This is an optimization exercise on Yosys and OpenROAD, whose aim is small area and a short achievable clock period, not a production implementation. Only simulation tests tie the RTL to the original design; equivalence was not proved. Power figures rest on the tool's default switching activity, not on a simulated workload.

<file path="flow/config.mk">
export PLATFORM = sky130hd
export DESIGN_NAME = jt1942_objpxl_buf
export DESIGN_NICKNAME = jt1942_objpxl_buf
export VERILOG_FILES = /design/flow/design.v
export SDC_FILE = /design/flow/constraint.sdc
export NUM_CORES = 4
export LEC_CHECK = 0
export CAP_MARGIN = 20
export CELL_PAD_IN_SITES_DETAIL_PLACEMENT = 1
export CELL_PAD_IN_SITES_GLOBAL_PLACEMENT = 2
export CORE_MARGIN = 2
export CORE_UTILIZATION = 35
export PLACE_DENSITY = 0.45
export SLEW_MARGIN = 20
</file>
<file path="flow/constraint.sdc">
create_clock -name core_clock -period 5.5 [get_ports {clk}]
set_input_delay 1.1000 -clock core_clock [delete_from_list [all_inputs] [get_ports {clk}]]
set_output_delay 1.1000 -clock core_clock [all_outputs]
set_load 0.01 [all_outputs]
</file>
<file path="flow/design.v">
package jt1942_obj_pkg;
    localparam int         OBJ_AW     = 8;
    localparam int         OBJ_DW     = 4;
    localparam logic [3:0] OBJ_TRANSP = 4'hf;
    typedef enum logic {
        CLR = 1'b0,
        RUN = 1'b1
    } obj_state_t;
endpackage
module jt1942_objpxl_ram
#(
    parameter int AW = jt1942_obj_pkg::OBJ_AW,
    parameter int DW = jt1942_obj_pkg::OBJ_DW
) (
    input  logic          clk,
    input  logic [AW-1:0] ra,
    output logic [DW-1:0] rd,
    input  logic          we,
    input  logic [AW-1:0] wa,
    input  logic [DW-1:0] wd
);
    localparam int N  = 2**AW;
    localparam int LW = AW / 2;
    localparam int HW = AW - LW;
    logic [(2**LW)-1:0] r_lo, w_lo;
    logic [(2**HW)-1:0] r_hi, w_hi;
    logic [N-1:0]       rsel, wsel;
    logic [DW-1:0]      mem [N];
    always_comb begin
        for (int j = 0; j < 2**LW; j++) begin
            r_lo[j] = (ra[LW-1:0] == LW'(j));
            w_lo[j] = (wa[LW-1:0] == LW'(j));
        end
        for (int g = 0; g < 2**HW; g++) begin
            r_hi[g] = (ra[AW-1:LW] == HW'(g));
            w_hi[g] = we && (wa[AW-1:LW] == HW'(g));
        end
    end
    for (genvar i = 0; i < N; i++) begin : g_word
        assign rsel[i] = r_hi[i >> LW] & r_lo[i % (2**LW)];
        assign wsel[i] = w_hi[i >> LW] & w_lo[i % (2**LW)];
        always_ff @(posedge clk) begin
            if (wsel[i]) mem[i] <= wd;
        end
    end
    always_comb begin
        rd = '0;
        for (int i = 0; i < N; i++) rd = rd | (mem[i] & {DW{rsel[i]}});
    end
endmodule
module jt1942_objpxl_buf
#(
    parameter int            AW     = jt1942_obj_pkg::OBJ_AW,
    parameter int            DW     = jt1942_obj_pkg::OBJ_DW,
    parameter logic [DW-1:0] TRANSP = jt1942_obj_pkg::OBJ_TRANSP
) (
    input  logic          clk,
    input  logic          rst,
    input  logic          cen6,
    input  logic          flip,
    input  logic [8:0]    H,
    input  logic          HINIT,
    input  logic          LHBL,
    input  logic [8:0]    posx,
    input  logic [DW-1:0] new_pxl,
    output logic          busy,
    output logic [DW-1:0] obj_pxl
);
    jt1942_obj_pkg::obj_state_t state;
    logic [AW-1:0] clr_a;
    logic          wsel;        
    logic          run_cen;
    logic [AW-1:0] rd_a;
    logic [AW-1:0] wr_a;
    logic          wr_ok;
    logic          unused_h8;
    logic          pend_req;
    logic          pend_bank;
    logic          pend_ok;
    logic [AW-1:0] pend_a;
    logic [DW-1:0] pend_d;
    logic          q_valid;
    logic          q_bank;
    logic [AW-1:0] q_a;
    logic [DW-1:0] q_d;
    logic          quirk;
    logic          commit;
    logic          flush;
    logic          q_hit;
    logic [AW-1:0] d_a;         
    logic [DW-1:0] d_d;         
    logic          d_fwd;
    logic          lk_empty;
    logic [AW-1:0] b_ra   [2];
    logic [DW-1:0] b_rd   [2];
    logic          b_clr  [2];
    logic          b_we   [2];
    logic [AW-1:0] b_wa   [2];
    logic [DW-1:0] b_wd   [2];
    logic [DW-1:0] r_val;
    logic [DW-1:0] l_val;
    assign rd_a      = H[AW-1:0] ^ {AW{flip}};
    assign wr_a      = posx[AW-1:0];
    assign wr_ok     = !posx[8] && (new_pxl != TRANSP);
    assign run_cen   = (state == jt1942_obj_pkg::RUN) && cen6;
    assign unused_h8 = H[8];
    assign busy      = (state == jt1942_obj_pkg::CLR);
    always_ff @(posedge clk or negedge rst) begin
        if (!rst) state <= jt1942_obj_pkg::CLR;
        else if (state == jt1942_obj_pkg::CLR && clr_a == '1) state <= jt1942_obj_pkg::RUN;
    end
    always_ff @(posedge clk or negedge rst) begin
        if (!rst)                              clr_a <= '0;
        else if (state == jt1942_obj_pkg::CLR) clr_a <= clr_a + 1'b1;
    end
    assign quirk  = pend_req && pend_ok && (pend_bank != wsel);
    assign commit = pend_req && pend_ok && (pend_bank == wsel);
    assign flush  = q_valid && (q_bank == wsel);
    assign q_hit  = q_valid && (q_bank != wsel) && (q_a == rd_a);
    assign d_a    = commit ? pend_a : q_a;
    assign d_d    = commit ? pend_d : q_d;
    assign d_fwd  = (commit || flush) && (d_a == wr_a);
    always_comb begin
        for (int k = 0; k < 2; k++) begin
            b_clr[k] = (state == jt1942_obj_pkg::CLR) || (wsel != 1'(k));
            b_ra[k]  = (wsel == 1'(k)) ? wr_a : rd_a;
            if (state == jt1942_obj_pkg::CLR) begin
                b_we[k] = 1'b1;
                b_wa[k] = clr_a;
            end else if (wsel != 1'(k)) begin
                b_we[k] = cen6;
                b_wa[k] = rd_a;
            end else begin
                b_we[k] = cen6 && (commit || flush);
                b_wa[k] = d_a;
            end
            b_wd[k] = d_d | {DW{b_clr[k]}};
        end
    end
    assign r_val    = wsel ? b_rd[0] : b_rd[1];
    assign l_val    = wsel ? b_rd[1] : b_rd[0];
    assign lk_empty = (l_val == TRANSP) && !d_fwd;
    for (genvar g = 0; g < 2; g++) begin : g_bank
        jt1942_objpxl_ram #(.AW(AW), .DW(DW)) u_ram (
            .clk (clk),
            .ra  (b_ra[g]),
            .rd  (b_rd[g]),
            .we  (b_we[g]),
            .wa  (b_wa[g]),
            .wd  (b_wd[g])
        );
    end
    always_ff @(posedge clk or negedge rst) begin
        if (!rst) begin
            wsel     <= 1'b0;
            pend_req <= 1'b0;
            q_valid  <= 1'b0;
            obj_pxl  <= TRANSP;
        end else if (run_cen) begin
            if (HINIT) wsel <= ~wsel;
            pend_req <= wr_ok;
            obj_pxl  <= !LHBL ? TRANSP : q_hit ? q_d : r_val;
            if (quirk)               q_valid <= 1'b1;
            else if (q_hit || flush) q_valid <= 1'b0;
        end
    end
    always_ff @(posedge clk) begin
        if (run_cen) begin
            pend_bank <= wsel;
            pend_ok   <= lk_empty;
            pend_a    <= wr_a;
            pend_d    <= new_pxl;
            if (quirk) begin
                q_bank <= pend_bank;
                q_a    <= pend_a;
                q_d    <= pend_d;
            end
        end
    end
endmodule
</file>
<file path="flow/run.sh">
#!/bin/bash
# synth_recipe.tcl (not shown) runs the flow's synth.tcl, then flattens the netlist and writes it again
# the make line also repeats each setting of config.mk as NAME=value (left out here)
make -C /OpenROAD-flow-scripts/flow DESIGN_CONFIG=/design/flow/config.mk WORK_HOME=/design/flow/orfs CLKGATE_MAP_FILE= SYNTH_SCRIPT=/design/flow/synth_recipe.tcl finish
</file>
==> summary.md <==
| Metric | Value |
|---|---|
| Max-cap viol count | 0 |
| Fraction of registers with async set/reset | 0.00765 |
| Post-synth EDFFs | 2075 |
| DP HPWL | about 400000 microns |
| Mapped Cells | 5689 |
| Core ar. | 0.237 sq mm |
| DRT iter0 DRCs | between 15k and 20k |
| Worst-path clk slew | 0.07 ns |
| I/O pins | 33 |
| Setup Skew | about 0.085 ns |
| Worst Tran Pin Value | 1.32 ns |
| First-pass GRT wire length | ~680000 microns |
| CTS Buf Count | 229 |
| Aggregate routed wire length | 537000 microns |
| Top_reg_cell synth | edfxtp_1 |
| Synth Net Count | 5718 |
| Worst VDD drop | between 0.0003 and 0.0004 V |
| Worst hold path type | reg -> reg |
| Switch share | 0.244 |
| Antenna violations before repair | 55 |
| DRC | 0 |
| XOR/XNOR Fraction of Synth Area | 0.00357 |
| Hold buffer count at CTS | 0 |
| Setup violators final | 2 |
| GR Util All Layers | 0.432 |
| Clock Sinks | ~2.1k |
| SO Viols | setup timing |
| Fmax | 179 MHz |
| Post-Place Worst Slack | -1.14 ns |
| Syn_area_per_cell | 14.6 sq um |
| Synth warn | 14 |
| Static Leakage | 26.6 nW |
| Critical Path RT | 6.14 ns |
| Site row count | 179 |
| H-Tree Depth | 4 |
| Largest net degree at the start of global routing | 198 |
| Vias per inst | 6.89 |
| Die span in x | 492 microns |
| Yosys cell types | 83 |
| Adder-Cell Fraction of Synth Area | 0.000150 |
| Syn-to-layout area delta | 26.0% |
| Gate power share | 0.066 |
| Seq/Total Area, Yosys | 0.753 |
| Sw Pwr | between 8 and 9 mW |
| Share of layout cells above drive strength 1 | 0.235 |
| Postcts setup bufs | 0 |
| Initial core utilization | 0.351 |
| Slew HR | 0.117 |
| Finished Core Util | 0.442 |
| Buffers added on ports | 31 |
| Avg WL per Cell | roughly 53 microns |
| GRT Residual Overflow | 0 |
| Internal | around 27 mW |
| CTS root buffer | clkbuf_16 |
| Die height | 492 microns |
| Slew Viols, Final | 0 |
| Flop pwr share | 0.488 |
| Fill count | 23.6k |
| Clock latency (worst-skew pair) | 0.95 ns |
| Final Worst Setup Slack | -0.0834 ns |
| Compound-cell area share of the yosys netlist | 0.106 |
| CTS Buffer Depth | 3 |
| Fin crit period | about 5.6 ns |
| Routed Antenna Nets | 0 |
| Die area | 0.242 sq mm |
| Synth area leader | edfxtp_1 |
| Worst Setup End Kind | flip-flop |
| Area share of the largest cell type after synthesis | 0.748 |
| Post-synthesis simple-gate area fraction | 0.115 |
| Synth Register Bits | 2091 |
| Drt pass-1 iters | 8 |
| Main combinational cell family by area after synthesis | simple AND/OR/NAND/NOR gates |
| Synth top area cells | edfxtp_1 75%, nand3_1 4.0%, a22oi_1 3.8%, nor2_1 2.8%, clkbuf_1 1.4% |
| Cell Area, Synth | 0.0833 sq mm |
| Status | finished with violations |
| Nets | 6688 |
| Fin crit share | 1.02 |
| Gp weighted congestion | 1.07 |
| List of most frequent post-synthesis cells | 2075 x edfxtp_1, 668 x nand3_1, 621 x nor2_1 |
| Crit Path Max Fanout | 37 |
| Arr. time, crit path | slightly above 6 ns |
| Critical Path Source Type | flip-flop |
| Hold Vio Cnt, Final | 0 |
| Post-synthesis mux area share | 0.00231 |
| DR vias | 69.2k |
| Most common cell in the synthesized netlist | edfxtp_1 |
| Vias in the first global route | 63.2k |
| CTS tree | built |
| Cell Pwr Density | 337 mW/mm^2 |
| Clock network power share | 0.446 |
| WS Path Type | reg -> reg |
placed cells by master (no fill, tap or decap), types with 15 or more instances in the layout:
| cell type | synthesis | layout |
|---|---|---|
| edfxtp_1 | 2075 | 2075 |
| nor2_4 | 0 | 54 |
| xor2_1 | 20 | 20 |
| and3_1 | 55 | 55 |
| nor4_1 | 130 | 125 |
| a41oi_1 | 23 | 23 |
| o21ai_0 | 31 | 31 |
| bufinv_16 | 0 | 22 |
| nand2_1 | 186 | 181 |
| clkinv_1 | 0 | 60 |
| nor2_1 | 621 | 557 |
| or4_1 | 20 | 20 |
| a32oi_1 | 87 | 87 |
| a31oi_1 | 17 | 17 |
| nor2b_1 | 24 | 24 |
| nor4bb_1 | 15 | 15 |
| mux2i_1 | 17 | 15 |
| clkinv_2 | 0 | 41 |
| a21oi_1 | 173 | 173 |
| o22ai_1 | 131 | 131 |
| a22o_1 | 50 | 50 |
| a222oi_1 | 55 | 55 |
| nand4_1 | 84 | 84 |
| diode_2 | 0 | 26 |
| nor3_1 | 30 | 22 |
| o211ai_1 | 21 | 21 |
| buf_12 | 0 | 186 |
| nand3_1 | 668 | 662 |
| a32o_1 | 25 | 25 |
| clkbuf_16 | 0 | 229 |
| buf_4 | 6 | 940 |
| a22oi_1 | 422 | 421 |
| a2111oi_0 | 34 | 32 |
| clkdlybuf4s50_1 | 0 | 30 |
| clkbuf_1 | 306 | 45 |
worst max-delay path: stages (launching register included):
cell and delay, ns:
dfrtp_4 0.63, buf_12 0.24, or3b_2 0.51, and3_1 0.31, buf_4 0.21, nor4_1 0.96, a22oi_1 0.31, nor4b_1 0.25
nand4_1 0.40, buf_4 0.20, and4b_1 0.18, nand4_1 0.29, buf_4 0.19, a41oi_1 0.17, nor3_4 0.42
final cells by class:
cell class                 count  area (sq um)  area share
clock buffer                 274          5900      0.0562
timing repair buffer        1159         11100       0.106
multi-input combinational   3172         19600       0.187
tap                         3167          3960      0.0377
antenna                       26          65.1    0.000620
sequential                  2091         62700       0.597
clock inverter               154          1590      0.0151
inverter                       6          22.5    0.000214
worst paths after layout:
check	from	to	slack, ns	cells past startpoint
min	pend_a[3]	q_a[3]	0.45	0
max in group asynchronous	rst	wsel	4.19	1
max	wsel	pend_ok	-0.08	14
min in group asynchronous	rst	pend_req	0.71	1
min reg2reg	pend_a[3]	q_a[3]	0.45	0
max reg2reg	wsel	pend_ok	-0.08	14
per-stage QoR:
step	hold slack [ns]	std cells	power, mW	TNS [ns]	cell area [sq um]
global route	0.467	10000	35.8	-0.0141	105000
detailed placement	0.443	9592	19.8	-4.26	97300
floorplan	0.426	5689	18.2	-1709.74	83300
CTS	0.449	10000	35.2	0	105000
finish	0.452	10000	35.4	-0.0869	105000
global placement	0.431	9590	19.8	-4.95	97300
routing by layer:
metal / GRT usage / vias up / wire length (microns) / share of wire
met2: 0.544 / 6376 / 200000 / 0.37
met1: 0.629 / 37000 / 222000 / 0.41
met3: 0.235 / 886 / 97000 / 0.18
li1: - / 25000 / - / -
met5: 0 / - / 134 / 0.00025
met4: 0.116 / 20 / 17400 / 0.032
flip-flops by register name, summed over array words and instances, names as in the netlist:
name	flops
g_bank.u_ram.mem	2048
clr_a	8
pend_a	8
q_a	8
obj_pxl	4
pend_d	4
q_d	4
pend_bank	1
pend_ok	1
pend_req	1
q_bank	1
q_valid	1
state	1
wsel	1
kinds of logic (layout without fill, tap and decap cells):
family          count (synthesis)  after routing
other cells                     0             26
compound gates               1173           1173
xor+xnor                       34             34
mux                            19             19
buf+inv                       426           1593
fa+ha+maj                       1              1
flops                        2091           2091
simple gates                 1945           1945
power by group through the flow:
stage / Clock, mW / Combinational, mW / Sequential (mW)
2_1_floorplan: 0 / 0.661 / 17.6
3_3_place_gp: 0 / 2.20 / 17.6
3_5_place_dp: 0 / 2.19 / 17.6
4_1_cts: 15.8 / 2.21 / 17.2
5_1_grt: 16.3 / 2.30 / 17.2
6_report: 15.8 / 2.35 / 17.2
repair_timing:
item	4_1_cts	5_1_grt
setup endpoints to repair	3	4
gates cloned	0	0
resized for setup	4	5

## afterwards: timing with drivers on the ports
Ports are ideal in the flow. The routed layout listed here was re-timed in OpenROAD.
Step 1 (the two cells are an assumption about what drives the block):
set clk [get_ports {clk}]
set_driving_cell -lib_cell sky130_fd_sc_hd__clkbuf_16 $clk
set_driving_cell -lib_cell sky130_fd_sc_hd__buf_2 [delete_from_list [all_inputs] $clk]
Step 2, shift: input delay + t, output delay - t, t = (earliest + latest rising clock arrival at the registers) / 2. This alone moves slack from input paths to output paths.
Three values: no drivers, after step 1, after step 2; two values: the first two.
shift t [ns]: 0.998
slack for setup (ns): -0.083 / -0.083 / -0.991
worst setup path after step 2: input to register
worst register clock-pin slew, ns: 0.07 / 0.07
worst data-port slew with drivers (ns): 0.03
The setup slack of this run moves by 0.000 ns with the drivers and by -0.908 ns with both steps.
